Background: an optimization exercise with open tools, aiming at small area. Do not read the settings as production practice. In this exercise RTL edits were held to simulation tests only and were not proved equivalent to the original. Power and IR drop assume default switching activity. No driver is modelled on the clock port, so clocking that relies on it looks cheaper here than on a real chip.

==> flow/design.v <==
package dcache_pkg;
	localparam int ADDR_WIDTH = 16;
	localparam int DATA_WIDTH = 32;
	localparam int INDEX_WIDTH = 4;
	localparam int OFFSET_WIDTH = 2;
	localparam int LINE_WORDS = 1 << OFFSET_WIDTH;
	localparam int NUM_LINES = 1 << INDEX_WIDTH;
	localparam int TAG_WIDTH = ADDR_WIDTH - INDEX_WIDTH - OFFSET_WIDTH - 2;
	typedef logic [ADDR_WIDTH - 1 : 0] addr_t;
	typedef logic [DATA_WIDTH - 1 : 0] word_t;
	typedef logic [TAG_WIDTH - 1 : 0] tag_t;
	typedef logic [INDEX_WIDTH - 1 : 0] index_t;
	typedef logic [OFFSET_WIDTH - 1 : 0] offset_t;
	typedef logic [LINE_WORDS - 1 : 0] beat_t;
	typedef enum logic [1:0] {
		STATE_READY,
		STATE_FLUSH,
		STATE_WAIT,
		STATE_REFILL
	} dcache_state_t;
endpackage
module dcache_onehot_mux #(
	parameter int N = 64
) (
	input  logic [N - 1 : 0] i_sel,
	input  logic [N - 1 : 0] i_data,
	output logic             o_data
);
	localparam int G = N / 3;
	localparam int R = N % 3;
	logic [G + (R > 0) - 1 : 0] term_n;
	for (genvar g = 0; g < G; g++)
	begin : g_term
		dcache_aoi222 u_aoi (
			.i_a0 (i_sel[3 * g]),     .i_b0 (i_data[3 * g]),
			.i_a1 (i_sel[3 * g + 1]), .i_b1 (i_data[3 * g + 1]),
			.i_a2 (i_sel[3 * g + 2]), .i_b2 (i_data[3 * g + 2]),
			.o_y  (term_n[g])
		);
	end
	if (R == 1)
	begin : g_rest1
		assign term_n[G] = ~(i_sel[N - 1] & i_data[N - 1]);
	end
	else if (R == 2)
	begin : g_rest2
		assign term_n[G] = ~((i_sel[N - 2] & i_data[N - 2]) | (i_sel[N - 1] & i_data[N - 1]));
	end
	assign o_data = ~&term_n;
endmodule
module dcache_aoi222 (
	input  logic i_a0, i_b0, i_a1, i_b1, i_a2, i_b2,
	output logic o_y
);
	assign o_y = ~((i_a0 & i_b0) | (i_a1 & i_b1) | (i_a2 & i_b2));
endmodule
module dcache_and2 (
	input  logic i_a,
	input  logic i_b,
	output logic o_y
);
	assign o_y = i_a & i_b;
endmodule
`timescale 1ns/1ps
module dcache_top (
	input  logic               clk,
	input  logic               rst_n,
	input  logic               i_req_valid,
	input  logic               i_req_write,
	input  dcache_pkg::addr_t  i_req_addr,
	input  dcache_pkg::addr_t  i_req_addr_next,
	input  dcache_pkg::word_t  i_req_wdata,
	output logic               o_resp_valid,
	output dcache_pkg::word_t  o_resp_rdata,
	output logic               o_mem_rd_go,
	output dcache_pkg::addr_t  o_mem_rd_base,
	input  logic               i_mem_rd_done,
	input  logic               i_mem_rd_valid,
	input  dcache_pkg::word_t  i_mem_rd_data,
	output logic               o_mem_wr_go,
	output dcache_pkg::addr_t  o_mem_wr_base,
	input  logic               i_mem_wr_done,
	output logic               o_mem_wr_valid,
	output dcache_pkg::word_t  o_mem_wr_data
);
	localparam int NL = dcache_pkg::NUM_LINES;
	localparam int NW = NL * dcache_pkg::LINE_WORDS;
	localparam logic [1:0] S_READY  = 2'd0;
	localparam logic [1:0] S_FLUSH  = 2'd1;
	localparam logic [1:0] S_WAIT   = 2'd2;
	localparam logic [1:0] S_REFILL = 2'd3;
	logic [1:0] state, next_state;
	logic [1:0] beat, beat_next;
	logic [NL - 1 : 0] valid_bits, dirty_bits;
	dcache_pkg::tag_t  tags [NL];
	dcache_pkg::word_t words [NW];
	dcache_pkg::tag_t   req_tag;
	dcache_pkg::index_t req_index;
	logic [1:0] req_offset, word_sel;
	logic ready, flush, wait_st, refill;
	dcache_pkg::index_t line_r;
	logic [1:0] word_r;
	logic [NL - 1 : 0] line_hot;
	logic [3:0] word_hot;
	logic [NW - 1 : 0] sel_hot, word_de_lo, word_de_hi;
	dcache_pkg::tag_t  tag_rdata;
	dcache_pkg::word_t rdata, wdata;
	logic line_valid, line_dirty, match, victim_dirty, hit, miss;
	logic beat_last, word_we, fill, mark_dirty;
	assign {req_tag, req_index, req_offset} = i_req_addr[15:2];
	assign ready   = state == S_READY;
	assign flush   = state == S_FLUSH;
	assign wait_st = state == S_WAIT;
	assign refill  = state == S_REFILL;
	always_ff @(posedge clk)
		line_r <= i_req_addr_next[7:4];
	assign word_sel = (next_state == S_READY) ? i_req_addr_next[3:2] : beat_next;
	always_ff @(posedge clk)
		word_r <= word_sel;
	always_comb
	begin
		for (int l = 0; l < NL; l++)
			line_hot[l] = line_r == l;
		for (int w = 0; w < 4; w++)
			word_hot[w] = word_r == w;
	end
	for (genvar k = 0; k < NW; k++)
	begin : g_word
		dcache_and2 u_sel (.i_a (line_hot[k / 4]), .i_b (word_hot[k % 4]), .o_y (sel_hot[k]));
		dcache_and2 u_we_lo (.i_a (word_we), .i_b (sel_hot[k]), .o_y (word_de_lo[k]));
		dcache_and2 u_we_hi (.i_a (word_we), .i_b (sel_hot[k]), .o_y (word_de_hi[k]));
	end
	for (genvar b = 0; b < dcache_pkg::DATA_WIDTH; b++)
	begin : g_rbit
		logic [NW - 1 : 0] col;
		for (genvar k = 0; k < NW; k++)
			assign col[k] = words[k][b];
		dcache_onehot_mux #(.N (NW)) u_mux (.i_sel (sel_hot), .i_data (col), .o_data (rdata[b]));
	end
	for (genvar b = 0; b < dcache_pkg::TAG_WIDTH; b++)
	begin : g_tbit
		logic [NL - 1 : 0] col;
		for (genvar l = 0; l < NL; l++)
			assign col[l] = tags[l][b];
		dcache_onehot_mux #(.N (NL)) u_mux (.i_sel (line_hot), .i_data (col), .o_data (tag_rdata[b]));
	end
	dcache_onehot_mux #(.N (NL)) u_valid_mux (.i_sel (line_hot), .i_data (valid_bits), .o_data (line_valid));
	dcache_onehot_mux #(.N (NL)) u_dirty_mux (.i_sel (line_hot), .i_data (dirty_bits), .o_data (line_dirty));
	assign match = line_valid & (tag_rdata == req_tag);
	assign victim_dirty = line_valid & line_dirty;
	assign hit = i_req_valid & match & ready;
	assign miss = i_req_valid & ~match & ready;
	assign beat_last = beat == 2'd3;
	assign beat_next = beat + 2'(flush || (refill && i_mem_rd_valid));
	always_comb
	begin
		next_state = state;
		unique case (state)
			S_READY:
			begin
				if (miss && victim_dirty && i_mem_wr_done)
					next_state = S_FLUSH;
				else if (miss && !victim_dirty && i_mem_rd_done)
					next_state = S_REFILL;
			end
			S_FLUSH:
				if (beat_last)
					next_state = S_WAIT;
			S_WAIT:
				if (i_mem_wr_done && i_mem_rd_done)
					next_state = S_REFILL;
			S_REFILL:
				if (i_mem_rd_valid && beat_last)
					next_state = S_READY;
		endcase
	end
	always_ff @(posedge clk or negedge rst_n)
	begin
		if (!rst_n)
		begin
			state <= S_READY;
			beat <= '0;
		end
		else
		begin
			state <= next_state;
			beat <= beat_next;
		end
	end
	assign mark_dirty = hit & i_req_write;
	assign fill = refill & i_mem_rd_valid & beat_last;
	assign word_we = mark_dirty | (refill & i_mem_rd_valid);
	assign wdata = ready ? i_req_wdata : i_mem_rd_data;
	always_ff @(posedge clk)
	begin
		for (int k = 0; k < NW; k++)
		begin
			if (word_de_lo[k])
				words[k][15:0] <= wdata[15:0];
			if (word_de_hi[k])
				words[k][31:16] <= wdata[31:16];
		end
		for (int l = 0; l < NL; l++)
			if (fill && line_hot[l])
				tags[l] <= req_tag;
	end
	always_ff @(posedge clk or negedge rst_n)
	begin
		if (!rst_n)
			valid_bits <= '0;
		else
			valid_bits <= valid_bits | (line_hot & {NL{fill}});
	end
	always_ff @(posedge clk)
	begin
		for (int l = 0; l < NL; l++)
			if ((fill || mark_dirty) && line_hot[l])
				dirty_bits[l] <= ~fill;
	end
	assign o_resp_valid = hit;
	assign o_resp_rdata = rdata;
	assign o_mem_wr_data = rdata;
	assign o_mem_wr_go = miss & victim_dirty & i_mem_wr_done;
	assign o_mem_wr_base = {tag_rdata, req_index, 4'b0000};
	assign o_mem_wr_valid = flush;
	assign o_mem_rd_go = (miss & ~victim_dirty & i_mem_rd_done)
		| (wait_st & i_mem_wr_done & i_mem_rd_done);
	assign o_mem_rd_base = {req_tag, req_index, 4'b0000};
endmodule
==> flow/flow/run.sh <==
#!/bin/bash
# The standard layout, with single-drive port buffers and a clock tree built
# from larger sink clusters and without dummy balancing loads.
set -euo pipefail
export BUFFER_PORTS_ARGS="-buffer_cell sky130_fd_sc_hd__buf_1"
export CTS_ARGS="-sink_clustering_enable -repair_clock_nets -dont_use_dummy_load -sink_clustering_size 30 -sink_clustering_max_diameter 100"
bash standard.sh > standard.log 2>&1
==> flow/standard.sh <==
#!/bin/bash
# synth_recipe.tcl (not shown) runs the flow's synth.tcl, then flattens the netlist and writes it again
# the make line also repeats each setting of config.mk as NAME=value (left out here)
make -C /OpenROAD-flow-scripts/flow DESIGN_CONFIG=/design/flow/config.mk WORK_HOME=/design/flow/orfs CLKGATE_MAP_FILE= SYNTH_SCRIPT=/design/flow/synth_recipe.tcl "${@:-finish}"
==> flow/config.mk <==
export PLATFORM = sky130hd
export DESIGN_NAME = dcache_top
export DESIGN_NICKNAME = dcache_top
export VERILOG_FILES = /design/flow/design.v
export SDC_FILE = /design/flow/constraint.sdc
export NUM_CORES = 4
export LEC_CHECK = 0
export CAP_MARGIN = 5
export CORE_MARGIN = 2
export CORE_UTILIZATION = 70
export SLEW_MARGIN = 5
export SYNTH_HIERARCHICAL = 1
export SYNTH_MINIMUM_KEEP_SIZE = 0
==> flow/constraint.sdc <==
create_clock -name core_clock -period 7.5 [get_ports {clk}]
set_input_delay 1.5000 -clock core_clock [delete_from_list [all_inputs] [get_ports {clk}]]
set_output_delay 1.5000 -clock core_clock [all_outputs]
set_load 0.01 [all_outputs]
==> flow_summary.json <==
{
  "run_status": "complete, no violations",
  "initial_utilization": 0.706,
  "critPathBufInv": 3,
  "synth.largest_area_cell": "edfxtp_1",
  "drv.max_cap_violation_count": 0,
  "synth.cells.most_frequent": "edfxtp_1 (2192), a222oi_1 (722), and2_1 (194)",
  "length_of_the_first_detailed_routing_pass_in_iterations": 9,
  "placer_s_final_routability_congestion_estimate": 0.859,
  "drt-total-wl_mm": 188,
  "criticalPathCategory": "flip-flop to output pin",
  "ys_dominant_reg_cell": "edfxtp_1",
  "syn-mean-instance-area_um2": 21.3,
  "synth.top_cells.by_area": "edfxtp_1 (84%), a222oi_1 (9.2%), and2_1 (1.6%)",
  "worst-slew-pin-transition_ns": 1.26,
  "post_synth_edffs": 2192,
  "postSynth.asyncResetShare": 0.00902,
  "clock_tree.buffer_depth": 3,
  "post-cts-setup-buffer-count": 0,
  "worstPathRequired_ns": 6.00,
  "nNetsFinal": 4075,
  "placement.io_buffers": 168,
  "finalSetupViolations": 0,
  "groute.usage.overall": 0.325,
  "cts_made_buffers": 83,
  "final.setup.tns_ns": 0,
  "seq_area_frac_synth": 0.849,
  "grt_start_max_net_pins": 65,
  "critPathTopFamily": "simple AND/OR/NAND/NOR gates",
  "cts.hold.buffers_added": 0,
  "place_area_um2": 81000,
  "syn_area_um2": 78300,
  "design_area_um2": 83100,
  "achievable-frequency_ghz": 0.149,
  "first_global_vias": 39300,
  "cts_max_level": 3,
  "biggest_fanout_along_the_worst_timing_path": 19,
  "areaGrowthSynthToFinish_pct": 6.23,
  "fin_hold_ws_ns": 0.479,
  "critical_path.cell_chain": "nor2b_1 -> nand3_1 -> inv_1 -> and2_1 -> buf_4 -> a222oi_1 -> nand4_1 -> nor4_1 -> nand2_1 -> buf_1",
  "critical_path_arrival_ns": 5.23,
  "finalClockSkew_ns": 0.0254,
  "timing.hold.worst.class": "flip-flop to flip-flop",
  "grt_pass1_wl_mm": 268,
  "postRouteAntennaNets": 0,
  "critPathCaptureType": "output pin",
  "vdd.ir_drop.worst_mv": 0.321,
  "worst_slew_margin_rel": 0.152,
  "clock_sinks": 2218,
  "crit_path_top_delay_cell": "nor4_1",
  "share_seq_of_total_power": 0.639,
  "std_cell_rows": 122,
  "global_route.overflow_total": 0,
  "clock_network_fraction_of_total_power": 0.235,
  "grt_antenna_before_repair": 6,
  "clk_latency_ns": 0.70,
  "rsz0062_at_grt": "no",
  "power_frac_comb": 0.126,
  "floorplan.die.width_um": 338,
  "cts_tree": "done",
  "timing.final.max_slew_violations": 0,
  "period_share": 0.897,
  "yosys.cell_count.top_type": "edfxtp_1",
  "static-leakage-power_nw": 25.2,
  "p_sw_mw": 5.62,
  "p_int_mw": 16.9,
  "dpl.hpwl_mm": 114,
  "ys_seq_elements": 2218,
  "layout-drive-gt1-share": 0.0587,
  "yosys_warnings": 9,
  "ctsRootBufferMaster": "clkbuf_16",
  "post-synth-top-area-fraction": 0.841,
  "cpPeakStageDelay_ns": 1.09,
  "die_y_um": 338,
  "routedWlPerCell_um": 34.5,
  "pre_cts_ws_ns": 1.80,
  "dieArea_um2": 114000,
  "final_util": 0.750,
  "num_io_pins": 203,
  "via_per_inst": 7.59,
  "final.min_clock_period_ns": 6.73,
  "post_synth_num_cell_types": 41,
  "core_area_um2": 111000,
  "power.share.switching": 0.249,
  "finalHoldViolations": 0,
  "synthCells": 3681,
  "cts.clk_slew.worst_paths_ns": 0.11,
  "dr_total_vias": 41400,
  "drc": 0,
  "crit_path_start_kind": "flip-flop",
  "cellPowerDensity_nw_per_um2": 271,
  "drc_marker_count_from_the_first_detailed_route_iteration": 9561,
  "cts-resized-gates": 0,
  "fin_ws_ns": 0.771
}
[cells by family after synthesis]
logic type / count (synthesis) / share of synthesized area
adders and majority gates: 1 / 0.000160
buffers and inverters: 80 / 0.00670
xor gates and xnor gates: 9 / 0.00101
muxes: 34 / 0.00489
AOI/OAI and AO/OA: 762 / 0.0962
other: 1 / 0.0000479
DFF: 2218 / 0.849
and+or+nand+nor: 576 / 0.0419
[Yosys stat by module (local to each module, per instance), a selection]
module / cell area, um^2 / flip-flops and latches / copies in the design
dcache_top: 68000 / 2218 / 1
dcache_aoi222: 10.0 / 0 / 722
dcache_and2: 6.26 / 0 / 192
[registers in the layout, summed over array words and instances (netlist names)]
signal and cells:
tags 128, beat 2, line_r 4, dirty_bits 16, valid_bits 16, words 2048, state 2, word_r 2
[routing by layer]
layer / part of all wire / track usage / up-vias
li1: - / - / 17200
met1: 0.37 / 0.486 / 21100
met2: 0.49 / 0.528 / 2851
met3: 0.12 / 0.0418 / 223
met4: 0.021 / 0.0739 / 4
met5: 0.00013 / 0 / -
[power by group through the flow]
stage / Clock (mW) / Sequential [mW] / Combinational [mW]
after floorplan: 0 / 14.7 / 1.48
after global placement: 0 / 14.7 / 2.70
after detailed placement: 0 / 14.7 / 2.80
after CTS: 5.33 / 14.4 / 2.81
after global routing: 5.72 / 14.4 / 2.97
final: 5.30 / 14.4 / 2.84
[layout make-up]
cell class	instances	area, um^2
flip-flops and latches	2218	66400
fillers	6197	27700
well taps	1488	1860
inverters	18	67.6
repair buffers	260	1320
diodes	3	7.51
multi-input cells	1390	11300
clock buffers	83	2080
[per-stage QoR]
stage	instances	total power, mW
2_1_floorplan	3688	16.1
3_3_place_gp	5374	17.4
3_5_place_dp	5374	17.5
4_1_cts	5457	22.5
5_1_grt	5457	23.1
6_report	5460	22.6
[placed cells by master (no fill, tap or decap), drive strengths merged]
master,count
a211oi,32
a21boi,2
a21oi,1
a222oi,722
a311o,1
a31oi,1
and2,194
and3,11
and3b,1
buf,260
clkbuf,83
conb,8
dfrtp,20
dfxtp,6
diode,3
edfxtp,2192
ha,1
inv,18
mux2,34
nand2,87
nand2b,2
nand3,44
nand4,140
nor2,39
nor2b,7
nor3,1
nor4,32
nor4b,1
o21ai,3
or2,16
or3,1
xnor2,8
xor2,1
[worst paths after layout]
| path | startpoint | end | slack (ns) | cells past startpoint |
|---|---|---|---|---|
| hold reg to reg | valid_bits[2]$_DFF_PN0_ | valid_bits[2]$_DFF_PN0_ | 0.48 | 1 |
| setup / recovery | line_r[1]$_DFF_P_ | o_mem_wr_data[16] | 0.77 | 10 |
| min in group asynchronous | rst_n | valid_bits[4]$_DFF_PN0_ | 0.99 | 1 |
| max in group asynchronous | rst_n | valid_bits[13]$_DFF_PN0_ | 5.82 | 1 |
| hold / removal | valid_bits[2]$_DFF_PN0_ | valid_bits[2]$_DFF_PN0_ | 0.48 | 1 |
| setup reg to reg | line_r[0]$_DFF_P_ | words[9][28]$_DFFE_PP_ | 1.89 | 13 |

## separate check: timing with driven ports
No port has a modelled driver above. Below, the same layout with a new extraction and two added sets of constraints. Step 1, drivers: a clkbuf_16 drives clk and a buf_2 each remaining input, both assumed. Step 2 also shifts input and output timing later by t, the mid clock arrival at the registers, as if the neighbouring blocks saw the same clock. a / b / c = ideal ports / drivers / drivers and shift; a / b = the first two.
shift t [ns]: 0.768
setup slack, ns: 0.771 / 0.693 / 1.462
slew at the worst register clock pin (ns): 0.11 / 0.11
After both steps setup and hold are still met in this run. For this run, drivers alone change the setup slack by -0.078 ns; drivers and shift together by +0.691 ns.
